This is an optimization exercise on Yosys and OpenROAD, whose aim is small area, not a production implementation.
RTL that was checked went through simulation tests only; none was proved equivalent to the original.
No activity file was given, so power comes from the tool's default toggle rates.

==> flow/design.v <==
`timescale 1ns/1ps
package mflow_pkg;
   typedef logic [31:0] word_t;
   typedef logic [31:0] addr_t;
   typedef logic [31:0] vid_t;
   typedef logic [31:0] ts_t;
   typedef logic [2:0]  ttype_t;
   typedef struct packed {
      logic [63:0] args;
      ttype_t      ttype;
      vid_t        object;
      ts_t         ts;
   } task_t;
   typedef struct packed {
      addr_t addr;
   } rd_req_t;
   typedef struct packed {
      word_t data;
      addr_t addr;
   } wr_req_t;
   typedef struct packed {
      word_t data;    
      addr_t addr;
   } undo_entry_t;
   localparam ttype_t DISCHARGE_TASK  = 3'd0;
   localparam ttype_t GET_HEIGHT_TASK = 3'd1;
   localparam ttype_t PUSH_TASK       = 3'd2;
   localparam ttype_t RECEIVE_TASK    = 3'd3;
   localparam int VID_EXCESS_OFFSET = 0;
   localparam int VID_HEIGHT_OFFSET = 8;
   localparam int FLOW_BASE_WORD = 4;
   localparam int VERTEX_SHIFT = 6;    
endpackage
`timescale 1ns/1ps
module mflow_top (
   input  logic        clk,
   input  logic        rstn,
   input  logic        start,
   input  logic [31:0] task_in_ts,
   input  logic [31:0] task_in_object,
   input  logic [2:0]  task_in_ttype,
   input  logic [63:0] task_in_args,
   output logic        done,
   output logic        idle,
   output logic [31:0] task_out_ts,
   output logic [31:0] task_out_object,
   output logic [2:0]  task_out_ttype,
   output logic [63:0] task_out_args,
   output logic        task_out_valid,
   input  logic        task_out_ready,
   output logic [31:0] mem_rd_addr,
   output logic        mem_rd_valid,
   input  logic        mem_rd_ready,
   input  logic [31:0] mem_rd_data,
   input  logic        mem_rd_resp_valid,
   output logic [31:0] mem_wr_addr,
   output logic [31:0] mem_wr_data,
   output logic        mem_wr_valid,
   input  logic        mem_wr_ready,
   output logic [31:0] undo_addr,
   output logic [31:0] undo_data,
   output logic        undo_valid,
   input  logic        undo_ready
);
   localparam logic [3:0] S_H0   = 4'd0,    
                          S_H1   = 4'd1,    
                          S_H2   = 4'd2,    
                          S_IDLE = 4'd3,
                          S_GH   = 4'd4,    
                          S_RE   = 4'd5,    
                          S_RF   = 4'd6,    
                          S_UF   = 4'd7,    
                          S_SUB  = 4'd8,    
                          S_WF   = 4'd9,    
                          S_UE   = 4'd10,   
                          S_ADD  = 4'd11,   
                          S_WE   = 4'd12,   
                          S_CG   = 4'd13,   
                          S_CR   = 4'd14,   
                          S_FIN  = 4'd15;
   logic [3:0]  state, nstate;
   logic        wt;         
   logic [1:0]  sc;         
   logic [31:0] base, src, snk;
   logic [31:0] r_ts;       
   logic [31:0] r_ob;       
   logic [31:0] r_x;        
   logic [31:0] r_a0;       
   logic [31:0] r_d;        
   logic [3:0]  idx;
   wire hdr  = (state == S_H0) || (state == S_H1) || (state == S_H2);
   wire rdst = hdr || (state == S_GH) || (state == S_RE) || (state == S_RF);
   wire ok   = sc[1];
   wire resp = mem_rd_resp_valid && wt;
   wire acc  = start && idle;
   wire flst = (state == S_RF) || (state == S_UF) || (state == S_WF);
   logic [6:0] off;
   always_comb begin
      if (state == S_GH)  off = 7'd8;
      else if (flst)      off = 7'd16 + {1'b0, idx, 2'b00};
      else                off = 7'd0;
   end
   logic [26:0] ic;         
   logic [25:0] icin;       
   logic [25:0] vi;         
   logic        ic5, ic16;  
   genvar gi;
   generate
      for (gi = 0; gi < 26; gi++) begin : g_inc
         if (gi == 0)       assign icin[gi] = off[6];
         else if (gi == 5)  assign icin[gi] = ic5;
         else if (gi == 16) assign icin[gi] = ic16;
         else               assign icin[gi] = ic[gi];
         assign vi[gi]    = r_ob[gi] ^ icin[gi];
         assign ic[gi+1]  = r_ob[gi] & icin[gi];
      end
   endgenerate
   assign ic[0] = 1'b0;
   wire [31:0] aop = {vi, off[5:0]};
   logic [32:0] ac;         
   logic [31:0] acin;       
   logic [31:0] asum;
   logic        ac11, ac22;    
   generate
      for (gi = 0; gi < 32; gi++) begin : g_addr
         if (gi == 0)       assign acin[gi] = 1'b0;
         else if (gi == 11) assign acin[gi] = ac11;
         else if (gi == 22) assign acin[gi] = ac22;
         else               assign acin[gi] = ac[gi];
         assign asum[gi]  = base[gi] ^ aop[gi] ^ acin[gi];
         assign ac[gi+1]  = (base[gi] & aop[gi]) | (base[gi] & acin[gi]) | (aop[gi] & acin[gi]);
      end
   endgenerate
   assign ac[0] = 1'b0;
   wire [31:0] addr = hdr ? {28'b0, state[1:0], 2'b00} : asum;
   wire        sub = (state == S_SUB);
   wire [31:0] xop = r_x ^ {32{sub}};
   logic [32:0] dc;
   logic [31:0] dcin;
   logic [31:0] dsum;
   logic        dc16;
   generate
      for (gi = 0; gi < 32; gi++) begin : g_arith
         if (gi == 0)       assign dcin[gi] = sub;
         else if (gi == 16) assign dcin[gi] = dc16;
         else               assign dcin[gi] = dc[gi];
         assign dsum[gi]  = r_d[gi] ^ xop[gi] ^ dcin[gi];
         assign dc[gi+1]  = (r_d[gi] & xop[gi]) | (r_d[gi] & dcin[gi]) | (xop[gi] & dcin[gi]);
      end
   endgenerate
   assign dc[0] = 1'b0;
   wire act = (r_a0 == 32'd0) && (r_ob != src) && (r_ob != snk);
   assign idle           = (state == S_IDLE);
   assign done           = (state == S_FIN);
   assign mem_rd_valid   = rdst && !wt && ok;
   assign mem_rd_addr    = addr;
   assign undo_valid     = ((state == S_UF) || (state == S_UE)) && ok;
   assign undo_addr      = addr;
   assign undo_data      = r_d;
   assign mem_wr_valid   = ((state == S_WF) || (state == S_WE)) && ok;
   assign mem_wr_addr    = addr;
   assign mem_wr_data    = r_d;
   assign task_out_valid = (state == S_CG) || (state == S_CR);
   assign task_out_ts     = r_ts;
   assign task_out_object = r_ob;
   assign task_out_ttype  = {1'b0, state == S_CG, 1'b0};
   assign task_out_args   = {r_x, r_a0};
   wire rd_go = mem_rd_valid && mem_rd_ready;
   always_comb begin
      nstate = state;
      case (state)
         S_H0, S_H1, S_H2: if (resp) nstate = state + 4'd1;
         S_IDLE: if (start) begin
            case (task_in_ttype)
               3'd1:    nstate = S_GH;
               3'd3:    nstate = S_RE;
               default: nstate = S_FIN;
            endcase
         end
         S_GH:  if (resp) nstate = S_CG;
         S_RE:  if (resp) nstate = S_RF;
         S_RF:  if (resp) nstate = S_UF;
         S_UF:  if (undo_valid && undo_ready) nstate = S_SUB;
         S_SUB: if (wt) nstate = S_WF;
         S_WF:  if (mem_wr_valid && mem_wr_ready) nstate = S_UE;
         S_UE:  if (undo_valid && undo_ready) nstate = S_ADD;
         S_ADD: if (wt) nstate = S_WE;
         S_WE:  if (mem_wr_valid && mem_wr_ready) nstate = act ? S_CR : S_FIN;
         S_CG, S_CR: if (task_out_ready) nstate = S_FIN;
         default: nstate = S_IDLE;
      endcase
   end
   wire arith = (state == S_SUB) || (state == S_ADD);
   always_ff @(posedge clk) begin
      if (!rstn) begin
         state <= S_H0;
         wt    <= 1'b0;
         sc    <= 2'd0;
      end else begin
         state <= nstate;
         if (nstate != state) sc <= 2'd0;
         else if (!sc[1])     sc <= sc + 2'd1;
         if (rd_go) wt <= 1'b1;
         if (resp)  wt <= 1'b0;
         if (arith) wt <= !wt;
      end
   end
   always_ff @(posedge clk) begin
      ac11 <= ac[11];
      ic5  <= ic[5];
      ic16 <= ic[16];
      ac22 <= ac[22];
      if (resp) begin
         if (state == S_H0) base <= mem_rd_data;
         if (state == S_H1) src  <= mem_rd_data;
         if (state == S_H2) snk  <= mem_rd_data;
      end
      if (acc) begin
         r_ts <= task_in_ts;
         r_ob <= task_in_object;
         r_x  <= task_in_args[63:32];
         r_d  <= task_in_args[31:0];
         idx  <= task_in_args[3:0];
      end
      if (state == S_GH && rd_go) r_ob <= r_d;
      if (resp && (state == S_GH || state == S_RE)) r_a0 <= mem_rd_data;
      if (resp && state == S_RF) r_d <= mem_rd_data;
      if (arith && !wt) begin
         r_d[15:0] <= dsum[15:0];
         dc16      <= dc[16];
      end
      if (arith && wt) r_d[31:16] <= dsum[31:16];
      if (state == S_ADD && wt) r_x <= r_ts;
      if (state == S_WF && mem_wr_valid && mem_wr_ready) r_d <= r_a0;
   end
endmodule
Settings: LEC_CHECK=0, CAP_MARGIN=20, CORE_MARGIN=2, CORE_UTILIZATION=40, CTS_BUF_LIST=sky130_fd_sc_hd__clkbuf_8, CTS_CLUSTER_DIAMETER=70, CTS_CLUSTER_SIZE=14, SLEW_MARGIN=20; clock period 10.0 ns.
standard.sh (not shown) runs the stock make flow with config.mk's settings and CLKGATE_MAP_FILE= SYNTH_SCRIPT=/design/flow/synth_recipe.tcl, a recipe that flattens the netlist after the stock synthesis.
==> flow/flow/run.sh <==
#!/bin/bash
set -euo pipefail
export BUFFER_PORTS_ARGS="-buffer_cell sky130_fd_sc_hd__buf_1"
bash standard.sh finish > standard_flow.log 2>&1
The starting point completed without violations.
Edit:
--- a/flow/design.v
+++ b/flow/design.v
@@ -77,23 +77,23 @@
                           S_WE   = 4'd12,   
                           S_CG   = 4'd13,   
                           S_CR   = 4'd14,   
                           S_FIN  = 4'd15;
    logic [3:0]  state, nstate;
    logic        wt;         
-   logic [1:0]  sc;         
+   logic [4:0]  sc;         
    logic [31:0] base, src, snk;
    logic [31:0] r_ts;       
    logic [31:0] r_ob;       
    logic [31:0] r_x;        
    logic [31:0] r_a0;       
    logic [31:0] r_d;        
    logic [3:0]  idx;
    wire hdr  = (state == S_H0) || (state == S_H1) || (state == S_H2);
    wire rdst = hdr || (state == S_GH) || (state == S_RE) || (state == S_RF);
-   wire ok   = sc[1];
+   wire ok   = |sc[4:1];
    wire resp = mem_rd_resp_valid && wt;
    wire acc  = start && idle;
    wire flst = (state == S_RF) || (state == S_UF) || (state == S_WF);
    logic [6:0] off;
    always_comb begin
       if (state == S_GH)  off = 7'd8;
@@ -130,28 +130,18 @@
          assign asum[gi]  = base[gi] ^ aop[gi] ^ acin[gi];
          assign ac[gi+1]  = (base[gi] & aop[gi]) | (base[gi] & acin[gi]) | (aop[gi] & acin[gi]);
       end
    endgenerate
    assign ac[0] = 1'b0;
    wire [31:0] addr = hdr ? {28'b0, state[1:0], 2'b00} : asum;
-   wire        sub = (state == S_SUB);
-   wire [31:0] xop = r_x ^ {32{sub}};
-   logic [32:0] dc;
-   logic [31:0] dcin;
-   logic [31:0] dsum;
-   logic        dc16;
-   generate
-      for (gi = 0; gi < 32; gi++) begin : g_arith
-         if (gi == 0)       assign dcin[gi] = sub;
-         else if (gi == 16) assign dcin[gi] = dc16;
-         else               assign dcin[gi] = dc[gi];
-         assign dsum[gi]  = r_d[gi] ^ xop[gi] ^ dcin[gi];
-         assign dc[gi+1]  = (r_d[gi] & xop[gi]) | (r_d[gi] & dcin[gi]) | (xop[gi] & dcin[gi]);
-      end
-   endgenerate
-   assign dc[0] = 1'b0;
+   logic       dcf;        
+   wire        sub  = (state == S_SUB);
+   wire        xb   = r_x[sc] ^ sub;
+   wire        dcin = (sc == 5'd0) ? sub : dcf;
+   wire        dsb  = r_d[0] ^ xb ^ dcin;
+   wire        dco  = (r_d[0] & xb) | (r_d[0] & dcin) | (xb & dcin);
    wire act = (r_a0 == 32'd0) && (r_ob != src) && (r_ob != snk);
    assign idle           = (state == S_IDLE);
    assign done           = (state == S_FIN);
    assign mem_rd_valid   = rdst && !wt && ok;
    assign mem_rd_addr    = addr;
    assign undo_valid     = ((state == S_UF) || (state == S_UE)) && ok;
@@ -178,34 +168,33 @@
             endcase
          end
          S_GH:  if (resp) nstate = S_CG;
          S_RE:  if (resp) nstate = S_RF;
          S_RF:  if (resp) nstate = S_UF;
          S_UF:  if (undo_valid && undo_ready) nstate = S_SUB;
-         S_SUB: if (wt) nstate = S_WF;
+         S_SUB: if (sc == 5'd31) nstate = S_WF;
          S_WF:  if (mem_wr_valid && mem_wr_ready) nstate = S_UE;
          S_UE:  if (undo_valid && undo_ready) nstate = S_ADD;
-         S_ADD: if (wt) nstate = S_WE;
+         S_ADD: if (sc == 5'd31) nstate = S_WE;
          S_WE:  if (mem_wr_valid && mem_wr_ready) nstate = act ? S_CR : S_FIN;
          S_CG, S_CR: if (task_out_ready) nstate = S_FIN;
          default: nstate = S_IDLE;
       endcase
    end
    wire arith = (state == S_SUB) || (state == S_ADD);
    always_ff @(posedge clk) begin
       if (!rstn) begin
          state <= S_H0;
          wt    <= 1'b0;
-         sc    <= 2'd0;
+         sc    <= 5'd0;
       end else begin
          state <= nstate;
-         if (nstate != state) sc <= 2'd0;
-         else if (!sc[1])     sc <= sc + 2'd1;
+         if (nstate != state) sc <= 5'd0;
+         else if (sc != 5'd31) sc <= sc + 5'd1;
          if (rd_go) wt <= 1'b1;
          if (resp)  wt <= 1'b0;
-         if (arith) wt <= !wt;
       end
    end
    always_ff @(posedge clk) begin
       ac11 <= ac[11];
       ic5  <= ic[5];
       ic16 <= ic[16];
@@ -222,15 +211,14 @@
          r_d  <= task_in_args[31:0];
          idx  <= task_in_args[3:0];
       end
       if (state == S_GH && rd_go) r_ob <= r_d;
       if (resp && (state == S_GH || state == S_RE)) r_a0 <= mem_rd_data;
       if (resp && state == S_RF) r_d <= mem_rd_data;
-      if (arith && !wt) begin
-         r_d[15:0] <= dsum[15:0];
-         dc16      <= dc[16];
-      end
-      if (arith && wt) r_d[31:16] <= dsum[31:16];
-      if (state == S_ADD && wt) r_x <= r_ts;
+      if (arith) begin
+         r_d <= {dsb, r_d[31:1]};
+         dcf <= dco;
+      end
+      if (state == S_ADD && sc == 5'd31) r_x <= r_ts;
       if (state == S_WF && mem_wr_valid && mem_wr_ready) r_d <= r_a0;
    end
 endmodule
After rerunning:
- The changed run finished with timing, DRC and antenna clean
- core utilization went down by 0.20 points
- cell count went down by 5.8%
- sequential share of layout area went up by 2.3 points
- final area went down by 3.8%
- register-to-register slack gets better by 3.8 ns
- worst hold slack gets worse by 0.0037 ns
- first-iteration DRC count went down by 20%
- die area went down by 3.7%
- clock-buffer cell count went down by 2
- routed wire length went down by 7.7%
- power went up by 2.8%
- via count went down by 4.8%
Function not checked in the second run of this note: the RTL went through the layout flow alone.

========
mflow_top, a different RTL version from the one above (not shown whole).
Size: ~790 cells after synthesis, about 470 I/O pins.
==> flow/config.mk <==
export PLATFORM = sky130hd
export DESIGN_NAME = mflow_top
export DESIGN_NICKNAME = mflow_top
export VERILOG_FILES = /design/flow/design.v
export SDC_FILE = /design/flow/constraint.sdc
export NUM_CORES = 4
export LEC_CHECK = 0
export CAP_MARGIN = 20
export CORE_MARGIN = 2
export CORE_UTILIZATION = 40
export CTS_BUF_LIST = sky130_fd_sc_hd__clkbuf_8
export CTS_CLUSTER_DIAMETER = 70
export CTS_CLUSTER_SIZE = 14
export SLEW_MARGIN = 20
==> flow/constraint.sdc <==
create_clock -name core_clock -period 10.0 [get_ports {clk}]
set_input_delay 2.0000 -clock core_clock [delete_from_list [all_inputs] [get_ports {clk}]]
set_output_delay 2.0000 -clock core_clock [all_outputs]
set_load 0.01 [all_outputs]
==> flow/flow/run.sh <==
#!/bin/bash
set -euo pipefail
export BUFFER_PORTS_ARGS="-buffer_cell sky130_fd_sc_hd__buf_1"
bash standard.sh synth > standard_synth.log 2>&1
awk -f flow/filter_lib.awk "$FLOW_HOME/platforms/$FLOW_PLATFORM/lib/sky130_fd_sc_hd__tt_025C_1v80.lib" > restructure.lib
openroad -no_init -exit flow/restructure.tcl > restructure.log 2>&1
bash standard.sh finish > standard_finish.log 2>&1
==> flow/flow/filter_lib.awk <==
# Drop the cells the platform marks don't-use (lpflow and probe cells) from a liberty file.
/^[ \t]*cell[ \t]*\(/ {
   if ($0 ~ /sky130_fd_sc_hd__(lpflow_|probe)/) { skip = 1; depth = 0 }
}
{
   if (skip) {
      n = gsub(/\{/, "{"); m = gsub(/\}/, "}");
      depth += n - m;
      if (depth <= 0 && (n > 0 || m > 0)) { skip = 0 }
      next
   }
   print
}
==> flow/flow/restructure.tcl <==
# Remap the synthesized netlist's combinational logic for area.
set plat $::env(FLOW_HOME)/platforms/$::env(FLOW_PLATFORM)
set res orfs/results/$::env(FLOW_PLATFORM)/mflow_top/base
read_liberty $plat/lib/sky130_fd_sc_hd__tt_025C_1v80.lib
read_db $res/1_synth.odb
read_sdc $res/1_synth.sdc
set_dont_use [get_lib_cells {*/sky130_fd_sc_hd__probe_p_8 */sky130_fd_sc_hd__probec_p_8 */sky130_fd_sc_hd__lpflow_*}]
source $plat/setRC.tcl
report_design_area
file mkdir restructure_work
restructure -target area -liberty_file restructure.lib \
   -tielo_port sky130_fd_sc_hd__conb_1/LO -tiehi_port sky130_fd_sc_hd__conb_1/HI \
   -work_dir restructure_work
report_design_area
report_worst_slack
write_db $res/1_synth.odb
The baseline finished with timing, DRC and antenna clean.
==> next run, changes <==
--- a/flow/design.v
+++ b/flow/design.v
@@ -80,15 +80,16 @@
                           S_SUB  = 5'd15,   
                           S_WF   = 5'd16,   
                           S_MV   = 5'd17,   
                           S_UE   = 5'd18,   
                           S_ADD  = 5'd19,   
                           S_WE   = 5'd20,   
-                          S_DV   = 5'd21,   
-                          S_CH   = 5'd22,   
-                          S_FIN  = 5'd23;
+                          S_D1   = 5'd21,   
+                          S_D2   = 5'd22,   
+                          S_CH   = 5'd23,   
+                          S_FIN  = 5'd24;
    logic [4:0]  state, nstate;
    logic        wt;         
    logic [4:0]  ph;         
    logic        arm;        
    logic [31:0] brg, srg, krg, erg;   
    logic [31:0] r_ts;       
@@ -109,13 +110,13 @@
    wire hw   = (state[4:3] == 2'b00) && !state[0] && (state != S_HW3);
    wire sub  = (state == S_SUB);
    wire xb   = r_x[0] ^ sub;
    wire dcin = (ph == 5'd0) ? sub : dcf;
    wire dsb  = r_d[0] ^ xb ^ dcin;
    wire dco  = (r_d[0] & xb) | (r_d[0] & dcin) | (xb & dcin);
-   wire etop = (state == S_MV) || (state == S_DV);
+   wire etop = (state == S_MV) || (state == S_D1);
    wire dtop = etop ? erg[0] : dsb;
    wire [4:0] fo = {1'b0, idx} + 5'd4;        
    logic fbit;                                
    always_comb begin
       case (ph)
          5'd2:    fbit = fo[0];
@@ -132,24 +133,24 @@
       oy  = 1'b0;
       oc0 = 1'b0;
       case (state)
          S_WA:  begin ox = (ph >= 5'd6) ? dl[0] : (wt && ph == 5'd3); oy = brg[0]; end
          S_SE:  oy = fbit;
          S_MV:  begin oy = !fbit;   oc0 = 1'b1; end
-         S_DV:  begin ox = r_ob[6]; oy = !brg[6]; oc0 = 1'b1; end
+         S_D1:  begin oy = !brg[0]; oc0 = 1'b1; end
          default: ;
       endcase
    end
    wire ocin = (ph == 5'd0) ? oc0 : dcf;
    wire osb  = ox ^ oy ^ ocin;
    wire oco  = (ox & oy) | (ox & ocin) | (oy & ocin);
    wire hbit = ((ph == 5'd2) && state[1]) || ((ph == 5'd3) && state[2]);
-   wire vtop = (state == S_DV) && (ph >= 5'd26);
-   wire otop = hw ? hbit : (vtop ? dl[0] : ((state == S_GE) ? erg[0] : osb));
+   wire otop = hw ? hbit : ((state == S_D2) ? dl[0] : ((state == S_GE) ? erg[0] : osb));
    wire oshift = win && (hw || (state == S_WA) || (state == S_SE) || (state == S_GE) ||
-                         (state == S_MV) || (state == S_DV));
+                         (state == S_MV) || (state == S_D1) ||
+                         ((state == S_D2) && (ph < 5'd6)));
    wire vb   = r_ob[0];
    wire ds   = srg[0] ^ vb;
    wire dk   = krg[0] ^ vb;
    wire act = !nz && nes && nek;
    assign idle           = (state == S_IDLE);
    assign done           = (state == S_FIN);
@@ -166,13 +167,13 @@
    assign task_out_object = r_ob;
    assign task_out_ttype  = {1'b0, wt, 1'b0};
    assign task_out_args   = {r_x, r_d};
    wire rd_go = mem_rd_valid && mem_rd_ready;
    wire isw = (state == S_HW0) || (state == S_HW1) || (state == S_HW2) || (state == S_HW3) ||
               (state == S_WA) || (state == S_GE) || (state == S_SE) || (state == S_SUB) ||
-              (state == S_MV) || (state == S_ADD) || (state == S_DV);
+              (state == S_MV) || (state == S_ADD) || (state == S_D1) || (state == S_D2);
    wire adv = (isw && wend) || resp || (undo_valid && undo_ready) ||
               (mem_wr_valid && mem_wr_ready) || (task_out_valid && task_out_ready) ||
               (idle && start);
    always_comb begin
       if (state == S_FIN)
          nstate = S_IDLE;
@@ -189,13 +190,13 @@
       else
          nstate = state;
    end
    wire chg    = adv || (state == S_FIN);
    wire dshift = win && ((state == S_HW1) || (state == S_HW2) || (state == S_HW3) || (state == S_WA) ||
                          (state == S_SE) || (state == S_SUB) || (state == S_MV) ||
-                         (state == S_ADD) || (state == S_DV));
+                         (state == S_ADD) || (state == S_D1));
    always_ff @(posedge clk) begin
       if (!rstn) begin
          state <= S_HW0;
          wt    <= 1'b0;
          arm   <= 1'b0;
          ph    <= 5'd0;
@@ -224,13 +225,13 @@
          idx  <= task_in_args[3:0];
       end
       if (resp) r_d <= mem_rd_data;
       if (dshift) r_d <= {dtop, r_d[31:1]};
       if (oshift) r_ob <= {otop, r_ob[31:1]};
       if (win && ((state == S_SUB) || (state == S_ADD))) r_x <= {r_x[0], r_x[31:1]};
-      if (win && ((state == S_WA) || vtop))
+      if (win && ((state == S_WA) || ((state == S_D2) && (ph < 5'd6))))
          dl <= {r_ob[0], dl[5:1]};
       if (state == S_WA && win) begin
          nes <= (ph == 5'd0) ? ds : (nes || ds);
          nek <= (ph == 5'd0) ? dk : (nek || dk);
       end
       if (state == S_SE && win) nz <= (ph == 5'd0) ? r_d[0] : (nz || r_d[0]);
What happened:
- power is about the same
- sequential share of layout area barely changes
- final area barely changes
- count of clock-buffer cells in the layout increases by 2
- area after synthesis stays flat
- global-route usage decreases by 1.4 points
- final cell count is about the same
- first-iteration DRC count increases by 9.5%
- worst hold slack improved by 0.0057 ns
- register-to-register slack got worse by 0.55 ns
- worst setup slack got worse by 0.14 ns
- routed wire length decreases by 5.3%
- core utilization hardly moves

static timing again, ports no longer ideal:
The results above use ideal ports. As a check the final layouts listed here were re-extracted and re-timed, cells and wires unchanged. Step 1: set_driving_cell puts a clkbuf_16 on clk and a buf_2 on each other input, an assumption about the parent block. Step 2 adds t to the input delays and takes it off the output delays; t is the mean of the earliest and latest rising clock arrival at the registers after step 1. Input paths then give back, and output paths get back, about the clock's delay inside the block. Three values: ideal, step 1, step 2; two values: the first two.
| run | shift t [ns] | setup WS [ns] | clock arrival spread, ns | slew at the worst register clock pin (ns) | worst data-port slew with drivers (ns) |
|---|---|---|---|---|---|
| the first run of note 1 | 0.625 | 1.059 / 1.059 / 1.059 | 0.036 / 0.037 | 0.10 / 0.10 | 0.10 |
| the second run of note 1 | 0.618 | 1.761 / 1.711 / 2.329 | 0.032 / 0.032 | 0.11 / 0.11 | 0.08 |
| the first run of note 2 | 0.591 | 5.375 / 5.334 / 5.925 | 0.050 / 0.050 | 0.10 / 0.10 | 0.13 |
| the second run of note 2 | 0.585 | 5.232 / 5.188 / 5.773 | 0.017 / 0.017 | 0.10 / 0.10 | 0.08 |
After both steps every run listed still meets setup and hold.
